Background: an optimization exercise with open tools, aiming at a short achievable clock period and few clock cycles. Do not read the settings as production practice.
Only simulation tests tie the RTL to the original design; equivalence was not proved.

==> build 3: inputs <==
## dfs_topological_sort_engine_core
module dfs_topological_sort_engine_core (
    input  wire logic       clk,
    input  wire logic       rst_n,
    input  wire logic       start,
    output logic            busy,
    input  wire logic [2:0] op,
    input  wire logic [4:0] from_node,
    input  wire logic [4:0] to_node,
    input  wire logic       cfg_we,
    input  wire logic [5:0] cfg_wdata,
    output logic            out_valid,
    output logic [2:0]      kind,
    output logic [4:0]      node,
    output logic            edge_present,
    output logic            last
);
    localparam int N  = dfs_pkg::MAX_NODES;
    localparam int IW = $clog2(N);
    localparam int SD = N + 1;               
    localparam int MD = 16;                  
    localparam int MW = $clog2(MD);
    localparam int OD = 64;                  
    localparam int OW = $clog2(OD);
    localparam logic [2:0] K_DONE  = 3'd0;
    localparam logic [2:0] K_EDGE  = 3'd1;
  ...
clock: 8.5 ns
lec_check: 0
abc_clock_period_in_ps: 3500
cap_margin: 30
cell_pad_in_sites_detail_placement: 1
cell_pad_in_sites_global_placement: 2
core_margin: 2
core_utilization: 20
place_density: 0.35
setup_slack_margin: 5
slew_margin: 35
run.sh (not shown) runs the stock make flow with config.mk's settings and CLKGATE_MAP_FILE= SYNTH_SCRIPT=/design/flow/synth_recipe.tcl, a recipe that flattens the netlist after the stock synthesis.
==> trial 82: changes against build 3 <==
--- a/flow/design.v
+++ b/flow/design.v
@@ -127,13 +127,12 @@
     logic          blk_cfd, blk_mod;
     logic [N-1:0]  c_from_oh, c_to_oh;
     logic [3:0]    mf [MD];                  
     logic [MW:0]   mf_wr, mf_rd;
     logic          mfp_en;                   
     logic [3:0]    mfp_beat;
-    logic [N-1:0]  mfp_row, mfp_to;          
     logic [5:0]    ob [OD];                  
     logic [OW:0]   ob_wr, ob_rd, ob_base, ob_lim;
     logic          eng_run, closing, spec, vpend;
     logic          cl_cyc;
     logic          owned_run, abort, adopt, own_start, spec_go, start_walk;
     logic          cl_wr, eng_free;
@@ -221,23 +220,22 @@
     begin
         if (c_full || c_dep)
             ex_beat = {K_MARK, 1'b0};
         else if (c_err)
             ex_beat = {K_ERROR, 1'b0};
         else if (c_test)
-            ex_beat = {K_EDGE, 1'b0};        
+            ex_beat = {K_EDGE, |(t_row & c_to_oh)};
         else
             ex_beat = {K_DONE, 1'b0};
     end
     always_ff @(posedge clk)
     begin
-        mfp_beat <= ex_beat;
-        mfp_row  <= t_row;
-        mfp_to   <= c_to_oh;
+        if (fire)
+            mfp_beat <= ex_beat;
         if (mfp_en)
-            mf[mf_wr[MW-1:0]] <= {mfp_beat[3:1], mfp_beat[3:1] == K_EDGE && |(mfp_row & mfp_to)};
+            mf[mf_wr[MW-1:0]] <= mfp_beat;
     end
     logic          step, walk_run;
     logic [N-1:0]  row0, row1, row2;
     logic [N-1:0]  oh0, oh1, oh2, ohr;
     logic [N-1:0]  rest0, rest1, rest2, rest_r;
     logic [N-1:0]  aft0, aft1, aft2, aftr;
- CAP_MARGIN: 30 -> 25
- SLEW_MARGIN: 35 -> 30
==> flow_metrics.tcl <==
set metrics [dict create \
    r2r_end "rr0[11]" \
    status "complete, but fails checks" \
    so_faults "antenna rules" \
    cts_resized 1302 \
    clock-sinks 2332 \
    cp_max_fo 35 \
    fillCellCount 74000 \
    finalCriticalPeriod_ps 4620 \
    fin_area_sq_mm 0.181 \
    synth_area_leaders "dfrtp_1, edfxtp_1, dfxtp_1, mux2_2, a22oi_1" \
    slew_headroom_pct 20.5 \
    routedLengthMet1_um 636000 \
    synth.cells.most_frequent "nand2_1, a22oi_1, dfrtp_1, clkbuf_1, mux2_2" \
    ant_nets 6 \
    nNonClkBuffers 2064 \
]
(the above is from build 3)
==> flow_metrics.tcl <==
set metrics [dict create \
    status "no timing/DRC/antenna violations" \
    synth_area_leaders "dfrtp_1, edfxtp_1, a22oi_1, mux2_2, dfxtp_1" \
    routedLengthMet1_um 633000 \
    fin_area_sq_mm 0.188 \
    slew_headroom_pct 11.5 \
    ant_nets 0 \
    cp_max_fo 19 \
    cts_hold_buf 0 \
    r2r_end "mfp_beat[0]" \
    use_met2_pct 67.6 \
    fillCellCount 73700 \
    nNonClkBuffers 2621 \
    finalCriticalPeriod_ps 4510 \
]
(the above is from trial 82)
Testbench counts of build 3, summed over its fixed seeds: cycles 12,577.
Testbench counts of trial 82, summed over its fixed seeds: cycles 12,577.

## what the ideal ports hide
The results above use ideal ports. As a check the final layouts listed here were re-extracted and re-timed, cells and wires unchanged.
Step 1 sets driving cells, clkbuf_16 on the clock port and buf_2 on the other inputs (assumed; they add their load-dependent delay and slew).
Step 2 adds t to the input delays and takes it off the output delays; t is the mean of the earliest and latest rising clock arrival at the registers after step 1. Input paths then give back, and output paths get back, about the clock's delay inside the block.
Three values: ideal ports, drivers, drivers and shift; two values: the first two.
run | t (ns) | setup slack, ns | hold WS [ns] | cell pins on the clock port's net
build 3 | 1.231 | 3.882 / 3.882 / 3.131 | 0.367 / 0.367 / 0.367 | 1
trial 82 | 1.271 | 3.990 / 3.990 / 3.212 | 0.382 / 0.382 / 0.382 | 1
The setup slack of trial 82, which loses most, moves by 0.000 ns with the drivers and by -0.778 ns with both steps.
